Context: an optimization exercise on an open-source flow, tuned for small area, a short achievable clock period and few clock cycles per item. The choices shown serve that exercise and are no tape-out recipe.
Where RTL was checked, it was by simulation tests only, not by an equivalence proof against the original.

// dds_sine_sample_generator
module dds_sine_sample_generator (
    input  logic                  clk,
    input  logic                  rst_n,
    input  logic                  in_valid,
    output logic                  in_ready,
    input  logic                  restart,
    output logic                  out_valid,
    input  logic                  out_ready,
    output dds_pkg::code_t        sample,
    input  logic                  cfg_valid,
    output logic                  cfg_ready,
    input  logic [1:0]            cfg_index,
    input  logic [31:0]           cfg_data
);
Size in the first run: roughly 1600 cells after synthesis, ~230 flip-flops, roughly 55 I/O pins.
==> flow/config.mk <==
export PLATFORM = sky130hd
export DESIGN_NAME = dds_sine_sample_generator
export DESIGN_NICKNAME = dds_sine_sample_generator
export VERILOG_FILES = /design/flow/design.v
export SDC_FILE = /design/flow/constraint.sdc
export NUM_CORES = 4
export LEC_CHECK = 0
export CAP_MARGIN = 20
export CORE_MARGIN = 2
export CORE_UTILIZATION = 40
export SLEW_MARGIN = 20
==> flow/constraint.sdc <==
create_clock -name core_clock -period 11.0 [get_ports {clk}]
set_input_delay 2.2000 -clock core_clock [delete_from_list [all_inputs] [get_ports {clk}]]
set_output_delay 2.2000 -clock core_clock [all_outputs]
set_load 0.01 [all_outputs]
run.sh (not shown) runs the stock make flow with config.mk's settings and CLKGATE_MAP_FILE= SYNTH_SCRIPT=/design/flow/synth_recipe.tcl, a recipe that flattens the netlist after the stock synthesis.
Then changed:
==> flow/flow/run.sh (new file) <==
#!/bin/bash
# Standard ORFS layout, with port buffers of a plain buffer cell and the
# setup repair aiming for margin below the clock period.
set -euo pipefail
bash standard.sh \
  "SETUP_SLACK_MARGIN=7.7" \
  "BUFFER_PORTS_ARGS=-buffer_cell sky130_fd_sc_hd__buf_2" \
  finish > standard_flow.log 2>&1
==> flow/standard.sh (new file) <==
#!/bin/bash
# synth_recipe.tcl (not shown) runs the flow's synth.tcl, then flattens the netlist and writes it again
# the make line also repeats each setting of config.mk as NAME=value (left out here)
make -C /OpenROAD-flow-scripts/flow DESIGN_CONFIG=/design/flow/config.mk WORK_HOME=/design/flow/orfs CLKGATE_MAP_FILE= SYNTH_SCRIPT=/design/flow/synth_recipe.tcl "${@:-finish}"
removed: flow/run.sh
After rerunning: The new run ran to the end with no violations; setup slack improved by 0.49 ns; register-to-register slack improved by 0.59 ns; wire length went up by 7.2%; area after synthesis does not change.
Function was not checked in any run of this note: the RTL went through the layout flow alone.

Setup of green:
dds_sine_sample_generator, a different RTL version from the one above (not shown whole).
For scale: about 220 flip-flops.
export LEC_CHECK = 0
export CAP_MARGIN = 20
export CORE_MARGIN = 2
export CORE_UTILIZATION = 40
export SLEW_MARGIN = 20
create_clock -name core_clock -period 11.0 [get_ports {clk}]
standard.sh (not shown) runs the stock make flow with config.mk's settings and CLKGATE_MAP_FILE= SYNTH_SCRIPT=/design/flow/synth_recipe.tcl, a recipe that flattens the netlist after the stock synthesis.
==> flow/flow/run.sh <==
#!/bin/bash
# The standard layout (the standard.sh) with three changes to how it is
# made: port buffers use a plain buffer cell instead of the delay cell the
# resizer picks by default; setup repair aims at a margin below the clock
# period; and repair works on the worst path only (TNS_END_PERCENT).
set -euo pipefail
bash standard.sh \
  "SETUP_SLACK_MARGIN=7.4" \
  "TNS_END_PERCENT=100" \
  "ADDER_MAP_FILE=" \
  "BUFFER_PORTS_ARGS=-buffer_cell sky130_fd_sc_hd__buf_2" \
  finish > standard_flow.log 2>&1
Testbench counts of green, summed over its fixed seeds: cycles 16,016, items 16,000.
Setup changes, green to blue
-- flow/flow/run.sh --
<<< green, line 10
  "ADDER_MAP_FILE=" \
>>> blue, line 10
## What came out
Comparing blue and green, the higher worst setup slack was measured on blue. Comparing blue and green, the lower sequential share of layout area was measured on green. Looking at capture point of the worst path, the c3_reg$_DFFE_PN_ result is from blue; the phase_acc_reg[23]$_DFFE_PN0P_ one comes from green. Compared with green, in blue routed wire length lower, pin count of the biggest net entering global routing dropped 11%. Required arrival time at the worst endpoint in blue is 0.15 ns lower than in green. blue ended with less die boundary width than green. Critical path's largest stage delay: higher on blue. green → blue: final critical path time including I/O delays and setup decreased by 0.056 ns relative to the old numbers, clock network area share increased by 0.50 points relative to the old numbers, worst hold slack after final layout closely matched the old numbers.

dds_sine_sample_generator, a different RTL version from the one above (not shown whole).
Size in the first run: ~1,600 cells after synthesis, roughly 55 I/O pins, ~17,000 um^2 of cells after synthesis.
Settings: LEC_CHECK=0, CAP_MARGIN=20, CORE_MARGIN=2, CORE_UTILIZATION=40, SLEW_MARGIN=20; clock period 11.0 ns.
==> flow/flow/run.sh <==
#!/bin/bash
# The standard layout (the standard.sh) with changes to how it is made:
#  - after the standard synthesis, flow/fa_polarity.py removes inverter
#    pairs around full-adder cells (a full adder is self-dual, so an adder
#    whose inputs all arrive inverted can take the plain inputs and give
#    inverted outputs); the netlist's function and registers are unchanged;
#  - port buffers use a plain buffer cell instead of the delay cell the
#    resizer picks by default;
set -euo pipefail
run_std() {
  bash standard.sh \
  "SETUP_SLACK_MARGIN=7.6" \
  "CTS_CLUSTER_SIZE=24" \
  "CTS_CLUSTER_DIAMETER=60" \
  "CTS_BUF_LIST=sky130_fd_sc_hd__clkbuf_8" \
  "BUFFER_PORTS_ARGS=-buffer_cell sky130_fd_sc_hd__buf_2" \
  "$@"
}
run_std synth > standard_synth.log 2>&1
R=orfs/results/${FLOW_PLATFORM}/dds_sine_sample_generator/base
python3 flow/fa_polarity.py $R/1_2_yosys.v $R/1_2_yosys_pol.v > fa_polarity.log 2>&1
cp $R/1_2_yosys.v $R/1_2_yosys_orig.v
mv $R/1_2_yosys_pol.v $R/1_2_yosys.v
rm -f $R/1_synth.odb $R/1_synth.sdc
run_std finish > standard_flow.log 2>&1
Other scripts of this flow, unchanged in this note and not shown: flow/flow/fa_polarity.py
Testbench counts at the start, summed over its fixed seeds: cycles 16,016, items 16,000.
Edit:
--- a/flow/flow/run.sh
+++ b/flow/flow/run.sh
@@ -13 +13 @@
-  "CTS_CLUSTER_SIZE=24" \
+  "CTS_CLUSTER_SIZE=20" \
@@ -15 +14,0 @@
-  "CTS_BUF_LIST=sky130_fd_sc_hd__clkbuf_8" \
Design area is higher by 1.0%.
Setup slack loses 26 ps.
Wire length hardly moves.
Global-route usage is about the same.
Utilization rose by 0.46 points.
Edit:
--- a/flow/flow/run.sh
+++ b/flow/flow/run.sh
@@ -12,0 +13 @@
+  "TNS_END_PERCENT=30" \
@@ -14,0 +16 @@
+  "CTS_BUF_LIST=sky130_fd_sc_hd__clkbuf_8" \
What happened: Die area is unchanged; wire length rises by 1.7%; final cell count is about the same; worst setup slack gets worse by 46 ps.

== try-willow ==
dds_sine_sample_generator again, from the RTL that the note above started with.
clock: 11.0 ns
lec_check: 0
cap_margin: 20
core_margin: 2
core_utilization: 40
slew_margin: 20
==> flow/flow/run.sh <==
#!/bin/bash
# The standard layout (the standard.sh) with changes to how it is made:
#  - after the standard synthesis, flow/fa_polarity.py removes inverter
#    pairs around full-adder cells (a full adder is self-dual, so an adder
#    whose inputs all arrive inverted can take the plain inputs and give
#    inverted outputs); the netlist's function and registers are unchanged;
#  - port buffers use a plain buffer cell instead of the delay cell the
#    resizer picks by default;
set -euo pipefail
run_std() {
  bash standard.sh \
  "SETUP_SLACK_MARGIN=7.7" \
  "CTS_BUF_LIST=sky130_fd_sc_hd__clkbuf_8" \
  "BUFFER_PORTS_ARGS=-buffer_cell sky130_fd_sc_hd__buf_2" \
  "$@"
}
run_std synth > standard_synth.log 2>&1
R=orfs/results/${FLOW_PLATFORM}/dds_sine_sample_generator/base
python3 flow/fa_polarity.py $R/1_2_yosys.v $R/1_2_yosys_pol.v > fa_polarity.log 2>&1
cp $R/1_2_yosys.v $R/1_2_yosys_orig.v
mv $R/1_2_yosys_pol.v $R/1_2_yosys.v
rm -f $R/1_synth.odb $R/1_synth.sdc
run_std finish > standard_flow.log 2>&1
Other scripts of this flow, unchanged in this note and not shown: flow/flow/fa_polarity.py
Testbench counts of try-willow, summed over its fixed seeds: cycles 16,016, items 16,000.
Edits applied to the flow inputs when going from try-willow to try-amber:
diff --git a/flow/flow/run.sh b/flow/flow/run.sh
--- a/flow/flow/run.sh
+++ b/flow/flow/run.sh
@@ -12 +12,3 @@
-  "SETUP_SLACK_MARGIN=7.7" \
+  "SETUP_SLACK_MARGIN=7.6" \
+  "CTS_CLUSTER_SIZE=20" \
+  "CTS_CLUSTER_DIAMETER=60" \
### Flow results
Sort try-willow and try-amber by met3 track utilization from global routing, ascending, and try-amber comes first.
Compared with try-willow, the router placed fewer vias in try-amber.
The final cell count number comes out lower for try-amber vs try-willow.
Summary of try-amber over try-willow: minimum period implied by the final worst setup slack dropped 0.046 ns, non-clock buffer count dropped about 14%, routed wire length dropped about 4%.
The inputs of try-violet differ from those of try-amber as listed below.
diff --git a/flow/flow/run.sh b/flow/flow/run.sh
--- a/flow/flow/run.sh
+++ b/flow/flow/run.sh
@@ -13,3 +13,2 @@
-  "CTS_CLUSTER_SIZE=20" \
-  "CTS_CLUSTER_DIAMETER=60" \
-  "CTS_BUF_LIST=sky130_fd_sc_hd__clkbuf_8" \
+  "CTS_CLUSTER_SIZE=16" \
+  "CTS_CLUSTER_DIAMETER=50" \
## What came out
Final wirelength up about 1.4% in try-violet wrt try-amber. When try-violet is measured against try-amber, its utilization turns out 1.3 points higher. Compared with try-amber, in try-violet depth of the worst register-to-register path went down 1, fraction of the cycle the final worst path needs now sits higher, TritonCTS buffer count moved up. As far as residual antenna-violating net count after detailed routing goes, try-violet and try-amber are indistinguishable; the numbers are identical.
diff inputs: try-violet => try-ember
diff --git a/flow/flow/run.sh b/flow/flow/run.sh
--- a/flow/flow/run.sh
+++ b/flow/flow/run.sh
@@ -12,3 +12,4 @@
-  "SETUP_SLACK_MARGIN=7.6" \
-  "CTS_CLUSTER_SIZE=16" \
-  "CTS_CLUSTER_DIAMETER=50" \
+  "SETUP_SLACK_MARGIN=7.65" \
+  "CTS_CLUSTER_SIZE=20" \
+  "CTS_CLUSTER_DIAMETER=60" \
+  "CTS_BUF_LIST=sky130_fd_sc_hd__clkbuf_8" \
Findings:
- Compare try-ember and try-violet | highest attainable clock frequency higher: try-ember
- Lower layout overhead on the synthesized area among try-ember and try-violet: try-ember
- The met3 usage in global routing reported for try-ember is smaller than that of try-violet by 0.57 points.
- Fraction of standard cell area that is sequential ended up 0.92 points higher on try-ember than on try-violet.
- The core utilization reported for try-ember is smaller than that of try-violet by 1.2 points.
- Changes observed in try-ember relative to try-violet: multi-input gate area in the final layout went up by about 0.7%; final wirelength went down by 0.76%; clock-buffer cell count went down by about 40%.

Starting RTL as in the previous note.
## dds_sine_sample_generator
module dds_sine_sample_generator (
    input  logic                  clk,
    input  logic                  rst_n,
    input  logic                  in_valid,
    output logic                  in_ready,
    input  logic                  restart,
    output logic                  out_valid,
    input  logic                  out_ready,
    output dds_pkg::code_t        sample,
    input  logic                  cfg_valid,
    output logic                  cfg_ready,
    input  logic [1:0]            cfg_index,
    input  logic [31:0]           cfg_data
);
Settings: LEC_CHECK=0, CAP_MARGIN=20, CORE_MARGIN=2, CORE_UTILIZATION=40, SLEW_MARGIN=20; clock period 11.0 ns.
==> flow/flow/run.sh <==
#!/bin/bash
# The standard layout (the standard.sh) with changes to how it is made:
#  - after the standard synthesis, flow/fa_polarity.py removes inverter
#    pairs around full-adder cells (a full adder is self-dual, so an adder
#    whose inputs all arrive inverted can take the plain inputs and give
#    inverted outputs); the netlist's function and registers are unchanged;
#  - port buffers use a plain buffer cell instead of the delay cell the
#    resizer picks by default;
set -euo pipefail
run_std() {
  bash standard.sh \
  "SETUP_SLACK_MARGIN=7.6" \
  "CTS_BUF_LIST=sky130_fd_sc_hd__clkbuf_8" \
  "SLEW_MARGIN=0" \
  "CAP_MARGIN=0" \
  "BUFFER_PORTS_ARGS=-buffer_cell sky130_fd_sc_hd__buf_2" \
  "$@"
}
run_std synth > standard_synth.log 2>&1
R=orfs/results/${FLOW_PLATFORM}/dds_sine_sample_generator/base
python3 flow/fa_polarity.py $R/1_2_yosys.v $R/1_2_yosys_pol.v > fa_polarity.log 2>&1
cp $R/1_2_yosys.v $R/1_2_yosys_orig.v
mv $R/1_2_yosys_pol.v $R/1_2_yosys.v
rm -f $R/1_synth.odb $R/1_synth.sdc
run_std finish > standard_flow.log 2>&1
Other scripts of this flow, unchanged in this note and not shown: flow/flow/fa_polarity.py
The starting point ran to the end with no violations.
Testbench counts at the start, summed over its fixed seeds: cycles 16,016, items 16,000.
==> next run, changes <==
--- a/flow/flow/run.sh
+++ b/flow/flow/run.sh
@@ -13,3 +13 @@
-  "CTS_BUF_LIST=sky130_fd_sc_hd__clkbuf_8" \
-  "SLEW_MARGIN=0" \
-  "CAP_MARGIN=0" \
+  "CORE_UTILIZATION=55" \
Final area falls by 0.83%.
Global-route usage rises by 6.1 points.
Wire length rises by 0.64%.
==> next run, changes <==
--- a/flow/flow/run.sh
+++ b/flow/flow/run.sh
@@ -12,2 +12,3 @@
-  "SETUP_SLACK_MARGIN=7.6" \
-  "CORE_UTILIZATION=55" \
+  "SETUP_SLACK_MARGIN=7.5" \
+  "CTS_CLUSTER_SIZE=20" \
+  "CTS_CLUSTER_DIAMETER=60" \
Clock skew hardly moves.
Maximum frequency went down by 0.91%.
Cell count rises by 6.0%.
Utilization shrinks by 18 points.
Wire length barely changes.
==> next run, changes <==
--- a/flow/flow/run.sh
+++ b/flow/flow/run.sh
@@ -12,3 +12 @@
-  "SETUP_SLACK_MARGIN=7.5" \
-  "CTS_CLUSTER_SIZE=20" \
-  "CTS_CLUSTER_DIAMETER=60" \
+  "SETUP_SLACK_MARGIN=7.4" \
After rerunning: Setup slack loses 0.096 ns. Clock skew went up by 0.019 ns. Hold slack loses 0.0058 ns. Final cell count went down by 0.81%.

dds_sine_sample_generator, a different RTL version from the one above (not shown whole).
Size: ~1700 cells after synthesis, roughly 55 I/O pins, roughly 0.017 mm^2 of cells after synthesis.
clock: 11.0 ns
lec_check: 0
cap_margin: 20
core_margin: 2
core_utilization: 40
slew_margin: 20
==> flow/flow/run.sh <==
#!/bin/bash
# Standard ORFS layout, with port buffers of a plain buffer cell and the
# setup repair aiming for margin below the clock period.
set -euo pipefail
bash standard.sh \
  "SETUP_SLACK_MARGIN=7.7" \
  "BUFFER_PORTS_ARGS=-buffer_cell sky130_fd_sc_hd__buf_2" \
  finish > standard_flow.log 2>&1
The baseline produced a clean layout.
Testbench counts at the start, summed over its fixed seeds: cycles 16,016, items 16,000.
Rerun with:
--- a/flow/flow/run.sh
+++ b/flow/flow/run.sh
@@ -4,5 +4,5 @@
 set -euo pipefail
 bash standard.sh \
-  "SETUP_SLACK_MARGIN=7.7" \
+  "SETUP_SLACK_MARGIN=7.9" \
   "BUFFER_PORTS_ARGS=-buffer_cell sky130_fd_sc_hd__buf_2" \
   finish > standard_flow.log 2>&1
Effect: The changed run finished with timing, DRC and antenna clean. Utilization came out higher by 0.97 points. Global-route usage rises by 0.55 points. Routed wire length hardly moves. Die area stays the same. Via count stays flat. First-iteration DRC count goes down by roughly a tenth. Worst hold slack gets better by 7.3 ps. Cell area came out higher slightly.
Rerun with:
--- a/flow/flow/run.sh
+++ b/flow/flow/run.sh
@@ -4,5 +4,5 @@
 set -euo pipefail
 bash standard.sh \
-  "SETUP_SLACK_MARGIN=7.9" \
+  "SETUP_SLACK_MARGIN=0" \
   "BUFFER_PORTS_ARGS=-buffer_cell sky130_fd_sc_hd__buf_2" \
   finish > standard_flow.log 2>&1
Outcome: Via count came out lower by 7.5%; die area does not change; register-to-register slack got worse by 1400 ps; synthesized cell count stays the same; global-route usage came out lower by 1.4 points; routed wire length drops by 11%; count of clock-buffer cells in the layout is higher by 7; first-iteration DRC count goes down by 1.5%; non-clock buffer count falls by 182; worst hold slack gets worse by 4.1 ps; cell area drops by about 14%.
Rerun with:
--- a/flow/flow/run.sh
+++ b/flow/flow/run.sh
@@ -4,5 +4,5 @@
 set -euo pipefail
 bash standard.sh \
-  "SETUP_SLACK_MARGIN=0" \
+  "SETUP_SLACK_MARGIN=7.3" \
   "BUFFER_PORTS_ARGS=-buffer_cell sky130_fd_sc_hd__buf_2" \
   finish > standard_flow.log 2>&1
Final area came out higher by 2.8%. First-iteration DRC count came out lower by 10%. Maximum frequency came out higher by 33%.

[static timing again, ports no longer ideal]
Ports are ideal in the flow. The routed layouts listed here were re-timed in OpenROAD.
Step 1, drivers: a clkbuf_16 drives clk and a buf_2 each remaining input, both assumed.
Step 2 times the ports against the registers' clock, not the clock port: input delays grow and output delays shrink by t, the midpoint of the rising clock arrivals with the driver on.
Three values: no drivers, after step 1, after step 2; two values: the first two.
run	t, ns	setup WS [ns]	worst setup path after step 2	worst register clock-pin slew, ns	worst data-port slew with drivers (ns)
the first run of note 1	0.583	6.965 / 6.965 / 6.965	register to register	0.06 / 0.06	0.07
the second run of note 1	0.585	7.455 / 7.399 / 7.268	input to register	0.06 / 0.06	0.07
green	0.591	7.331 / 7.331 / 7.109	input to register	0.06 / 0.06	0.04
blue	0.589	7.388 / 7.388 / 7.225	input to register	0.07 / 0.07	0.07
the first run of note 3	0.626	7.684 / 7.639 / 7.125	input to register	0.11 / 0.11	0.06
the second run of note 3	0.575	7.658 / 7.658 / 7.276	input to register	0.08 / 0.08	0.06
the third run of note 3	0.628	7.611 / 7.599 / 7.148	input to register	0.11 / 0.11	0.06
try-willow	0.641	7.638 / 7.638 / 7.339	input to register	0.08 / 0.08	0.07
try-amber	0.626	7.684 / 7.639 / 7.125	input to register	0.11 / 0.11	0.06
try-violet	0.611	7.636 / 7.636 / 7.133	input to register	0.07 / 0.07	0.06
try-ember	0.613	7.650 / 7.650 / 7.251	input to register	0.11 / 0.11	0.06
the first run of note 5	0.611	7.625 / 7.625 / 7.149	input to register	0.07 / 0.07	0.06
the second run of note 5	0.573	7.609 / 7.609 / 7.334	input to register	0.06 / 0.06	0.06
the third run of note 5	0.583	7.578 / 7.578 / 7.119	input to register	0.07 / 0.07	0.05
the fourth run of note 5	0.594	7.481 / 7.481 / 7.344	input to register	0.06 / 0.06	0.06
the first run of note 6	0.597	7.599 / 7.599 / 7.221	input to register	0.06 / 0.06	0.05
the second run of note 6	0.595	7.614 / 7.614 / 7.310	input to register	0.07 / 0.07	0.03
the third run of note 6	0.580	6.227 / 6.227 / 6.227	register to register	0.06 / 0.06	0.05
the fourth run of note 6	0.591	7.406 / 7.406 / 7.232	input to register	0.06 / 0.06	0.04
After both steps setup and hold are still met in every run listed.
